Background: an optimization exercise with open tools, aiming at small area and a short achievable clock period. Do not read the settings as production practice.
In this exercise RTL edits were held to simulation tests only and were not proved equivalent to the original.
Power is estimated from default activity; no workload was simulated.

## flow/design.v (module list and top-level ports; edited modules follow where they fit)
// module thumb_decoder: 78 lines
// module barrel_shifter: 44 lines
// module mul_rows: 1509 lines
// module reg_file: 30 lines
// module thumb_core: 147 lines
module thumb_core (
    input  logic   rst,
    input  logic   reset,
    input  thumb_isa_pkg::cmd_t   cmd_i,
    input  logic   cmd_valid_i,
    output core_types_pkg::wb_t    wb_o,
    output core_types_pkg::flags_t flags_o
);
  // ...
==> flow/run.sh <==
#!/bin/bash
# synth_recipe.tcl (not shown) runs the flow's synth.tcl, then flattens the netlist and writes it again
# the make line also repeats each setting of config.mk as NAME=value (left out here)
make -C /OpenROAD-flow-scripts/flow DESIGN_CONFIG=/design/flow/config.mk WORK_HOME=/design/flow/orfs CLKGATE_MAP_FILE= SYNTH_SCRIPT=/design/flow/synth_recipe.tcl finish
==> flow/config.mk <==
export PLATFORM = sky130hd
export DESIGN_NAME = thumb_core
export DESIGN_NICKNAME = thumb_core
export VERILOG_FILES = /design/flow/design.v
export SDC_FILE = /design/flow/constraint.sdc
export NUM_CORES = 4
export LEC_CHECK = 0
export CAP_MARGIN = 20
export CORE_MARGIN = 2
export CORE_UTILIZATION = 40
export SETUP_SLACK_MARGIN = 5
export SLEW_MARGIN = 20
==> flow/constraint.sdc <==
create_clock -name core_clock -period 13.5 [get_ports {rst}]
set_input_delay 2.7000 -clock core_clock [delete_from_list [all_inputs] [get_ports {rst}]]
set_output_delay 2.7000 -clock core_clock [all_outputs]
set_load 0.01 [all_outputs]
==> run summary, run 1 <==
outcome no timing/DRC/antenna violations; Well Taps 1298; post-synthesis net count 5374; number of flip-flops under the largest register name 256; Internal 6700 uW; kind of critical path in2reg; area share of the leading cell type in the synthesized netlist 19.2%; largest reg by FF count u_regs.regs; design area 47200 um2; port buffer count 59; Top Family by Delay on Critical Path XOR/XNOR gates; Cell variety after synth 117; Final Max Tran Viols 0; Post-Synth XOR/XNOR Area 2.84%; Signal buf overhead 9.66%; Seq. cell area 9810 um2; Clock power frac 8.2%; Mapped Cells 5000; Critical-path top delay cell fa_1; largest net degree at the start of global routing 77; Core Region 99700 um2; Hold Crit Start z_hold_q$_SDFF_PP0_; area leader, netlist edfxtp_1; final non-filler cell total 6276; Setup crit start cmd_i[13]; post-route setup slack 4.59 ns; number of vias per cell 7.26; First DRT Iteration DRCs 9705; buffers outside the clock class 440; Die Footprint 103000 um2; wire length on met3 35.8 mm; DP Cell Count 5973; f_max 112 MHz; Worst R2R Start row0_q[0]$_DFF_P_; multi-input combinational area share 60.2%; sequential power 1530 uW
==> inputs of run 2 (changes only) <==
--- a/flow/config.mk
+++ b/flow/config.mk
@@ -7,2 +7,3 @@
 export LEC_CHECK = 0
+export ABC_AREA = 1
 export CAP_MARGIN = 20
@@ -10,3 +11,2 @@
 export CORE_UTILIZATION = 40
-export SETUP_SLACK_MARGIN = 5
 export SLEW_MARGIN = 20
==> run 2 against run 1 <==
  * Largest cell class unchanged
  * Clock skew up 0.022 ns
  * Critical endpoint is now row2_q[30]$_SDFF_PN0_
  * Register-to-register slack worse by 0.85 ns
  * Largest power group unchanged
  * Worst setup slack worse by 1.8 ns
  * Via count down 15%
==> run summary, run 2 <==
Filler cells 9397; kind of critical path in2reg; FF-to-FF path depth 32; TritonCTS Buffers 42; Die H 308 um; placed instance area 38500 um2; total global-route track usage 36.2%; met3 GRT Util 10.4%; most frequent cells in the layout nand2_1 (1282), nand3_1 (558), inv_1 (543); critical path endpoint category register; r2r setup slk 4.12 ns; ys flop type edfxtp_1; Pleak 0.0186 uW; Overflow after GRT 0; routed vias 38600; Hold Path Stages 2; CTS clock-pin slew for the worst setup and hold paths 0.06 ns; PnR Total Power 12400 uW; number of vias per cell 6.24 (-14%); routed length per placed instance 28.4 um; Yosys warning count 5; Core Region 91700 um2 (-8.1%); antenna violations before repair 5; Syn Std Cell Area 37100 um2; flops & latches, synth 362; final setup violating endpoints 0; Worst IR Drop VDD 0.807 mV; Worst R2R Start row0_q[0]$_DFF_P_; period utilization 79.4%; Clock power frac 10.0% (+1.8 points); layout cell share with drive strength beyond 1 5.70%; Pwr Density 311 nW/um2; area share of the leading cell type in the synthesized netlist 20.7% (+1.6 points); clock root buffer clkbuf_16; CTS tree done; total negative slack 0 ns; Resize count post-CTS 0; Hold Vio Cnt, Final 0; DR pass1 iterations 9; crit-path max cell delay 1.05 ns; GR Layer Usage met1 46.9%; CP Launch Type input pin; area leader, netlist edfxtp_1; synthesized area per cell 7.28 um2; f_max 93.3 MHz (-17%); met2 Track Usage GR 51.7%; switching pwr 7000 uW; largest reg by FF count u_regs.regs; Detail Placement HPWL 125 mm; Comb power frac 78.1%; vias in the first global route 35900; Die Footprint 95100 um2 (-7.5%); most frequent cell after synthesis nand2_1; largest registers u_regs.regs (256), row0_q (32), row1_q (32); number of flip-flops under the largest register name 256 (unchanged); slew at the pin closest to its max-slew limit 1.25 ns; post-synthesis net count 5466 (+1.7%); Post-synth EDFFs 256; Synth area leaders edfxtp_1 (21%), nand2_1 (13%), fa_1 (11%); Synth-to-Final Area Change 8.09%; WHS 0.477 ns; Cell variety after synth 62 (-47%); port buffer count 59 (unchanged); Mapped Cells 5092 (+1.8%); largest net degree at the start of global routing 58 (-25%); asr flop ratio synth 0%; Sw Ratio 56.3%; Setup Buffers After CTS 0; First DRT Iteration DRCs 6108 (-37%); GRT busiest layer met2; RSZ-0062 raised after global routing no; Sink Count 362; io pins 61; Tmin final 10.71 ns; register area share after synthesis 26.5%; design area 40000 um2 (-15%); Hold Path Class reg2reg; hold-critical path endpoint n_hold_q$_SDFF_PP0_; cts hold-fix bufs 0; MaxCap Viol Count 0; relative slew slack 16.8%; Util after Layout 43.7%; leading cell type in the layout, fill and taps excluded nand2_1; Antenna Nets Post-Route 0; nets@finish 5342; CP Data Arrival Time 11.18 ns; crit path max fanout 53; DRC 0; Hold Crit Start n_hold_q$_SDFF_PP0_; Internal 5440 uW (-19%); outcome no timing/DRC/antenna violations; worst endpoint required time 13.96 ns; Crit Reg-Reg Endpoint row2_q[31]$_SDFF_PN0_; Final Max Tran Viols 0 (unchanged); Buf/Inv on CP 8; most frequent CP cell fa_1; Critical-path top delay cell inv_2; FP Rows 111; Seq pwr share 12.0%; Top Family by Delay on Critical Path buffers and inverters; Clock Skew 0.0781 ns; Starting Density 40.4%; H-tree Lvls 2; final wirelength 176 mm; largest buffer count on any clock path 3; GPL Wtd Cong 1.04; first-pass GRT wire length 251 mm; Clock Latency Late Sink 0.64 ns; die width 308 um; synth cell count leaders nand2_1 (1290), nand3_1 (560), inv_1 (546)
-- run 2: changes by cell type after synthesis, sizes merged, moves of 252 or more --
cell / before / now
inv: 260 / 581
nand3: 137 / 570
o21ai: 515 / 156
nand4: 15 / 267
a21oi: 481 / 169
nand2: 403 / 1302
-- run 2: worst max-delay path by stage --
stage / startpoint / endpoint / slack (ns) / cells past startpoint
finish: cmd_i[14] / row2_q[30]$_SDFF_PN0_ / 2.79 / 25
global route: cmd_i[14] / row0_q[31]$_DFF_P_ / 2.51 / 31
CTS: cmd_i[14] / row0_q[31]$_DFF_P_ / 3.17 / 33
detailed placement: cmd_i[8] / row0_q[31]$_DFF_P_ / 2.56 / 31
global placement: cmd_i[8] / row0_q[31]$_DFF_P_ / 2.54 / 31
floorplan: cmd_i[8] / row2_q[31]$_SDFF_PN0_ / 5.50 / 35
-- run 2: power by group through the flow --
stage	clock network (uW)	registers (uW)	logic (uW)
after floorplan	0	1480	5720
after global placement	0	1510	9260
after detailed placement	0	1510	9260
after CTS	1250	1490	9330
after global routing	1290	1510	10700
final	1240	1490	9710
-- run 2: cells by family after synthesis --
logic type      after synthesis  share of synthesized area [%]
fa+ha+maj                   355                           16.0
other cells                   1                         0.0101
compound gates              694                           11.3
buf+inv                     922                           9.92
xor+xnor                    286                           6.85
flops                       362                           26.5
simple gates               2472                           29.4
-- run 2: layer usage --
| layer | vias up | wire length, um | part of all wire [%] |
|---|---|---|---|
| met5 | - | 52 | 0.030 |
| met4 | 8 | 14900 | 8.5 |
| met3 | 645 | 23300 | 13 |
| met2 | 2922 | 70800 | 40 |
| met1 | 18200 | 66600 | 38 |
| li1 | 16800 | - | - |
-- run 2: worst reg2reg max path: cells and delay by family, from the launching register on --
family / cells / cell delay, ns
adder cells (fa/ha/maj): 7 / 3.27
AND/OR/NAND/NOR: 15 / 2.65
buffers and inverters: 5 / 1.35
XOR/XNOR: 3 / 1.29
AO/OA/AOI/OAI: 2 / 0.35
flip-flops: 1 / 0.33
-- run 2: cell type report --
type	instances	area, um2	share of cell area (%)
multi-input combinational	3808	23700	59.1
sequential	362	9810	24.5
inverter	591	2220	5.54
tap	1186	1480	3.71
timing repair buffer	163	1380	3.44
clock buffer	48	1090	2.73
clock inverter	28	383	0.956
antenna	2	5.00	0.0125
-- run 2: stage by stage --
step | setup slack, ns | cells
after floorplan | 5.50 | 5092
after global placement | 2.54 | 6109
after detailed placement | 2.56 | 6109
after CTS | 3.17 | 6185
after global routing | 2.51 | 6186
final | 2.79 | 6188

## static timing again, ports no longer ideal
No port has a modelled driver above. Below, the same layouts with a new extraction and two added sets of constraints. Step 1 (the two cells are an assumption about what drives the block):
set clk [get_ports {rst}]
set_driving_cell -lib_cell sky130_fd_sc_hd__clkbuf_16 $clk
set_driving_cell -lib_cell sky130_fd_sc_hd__buf_2 [delete_from_list [all_inputs] $clk]
Step 2 also shifts input and output timing later by t, the mid clock arrival at the registers, as if the neighbouring blocks saw the same clock. Three values: no drivers, after step 1, after step 2; two values: the first two.
run | shift t [ns] | slack for setup (ns) | worst register clock-pin slew, ns
run 1 | 0.692 | 4.588 / 4.635 / 3.943 | 0.08 / 0.08
run 2 | 0.673 | 2.786 / 2.821 / 2.148 | 0.08 / 0.08
After both steps every run listed still meets setup and hold. The setup slack of run 1, which loses most, moves by +0.047 ns with the drivers and by -0.645 ns with both steps.
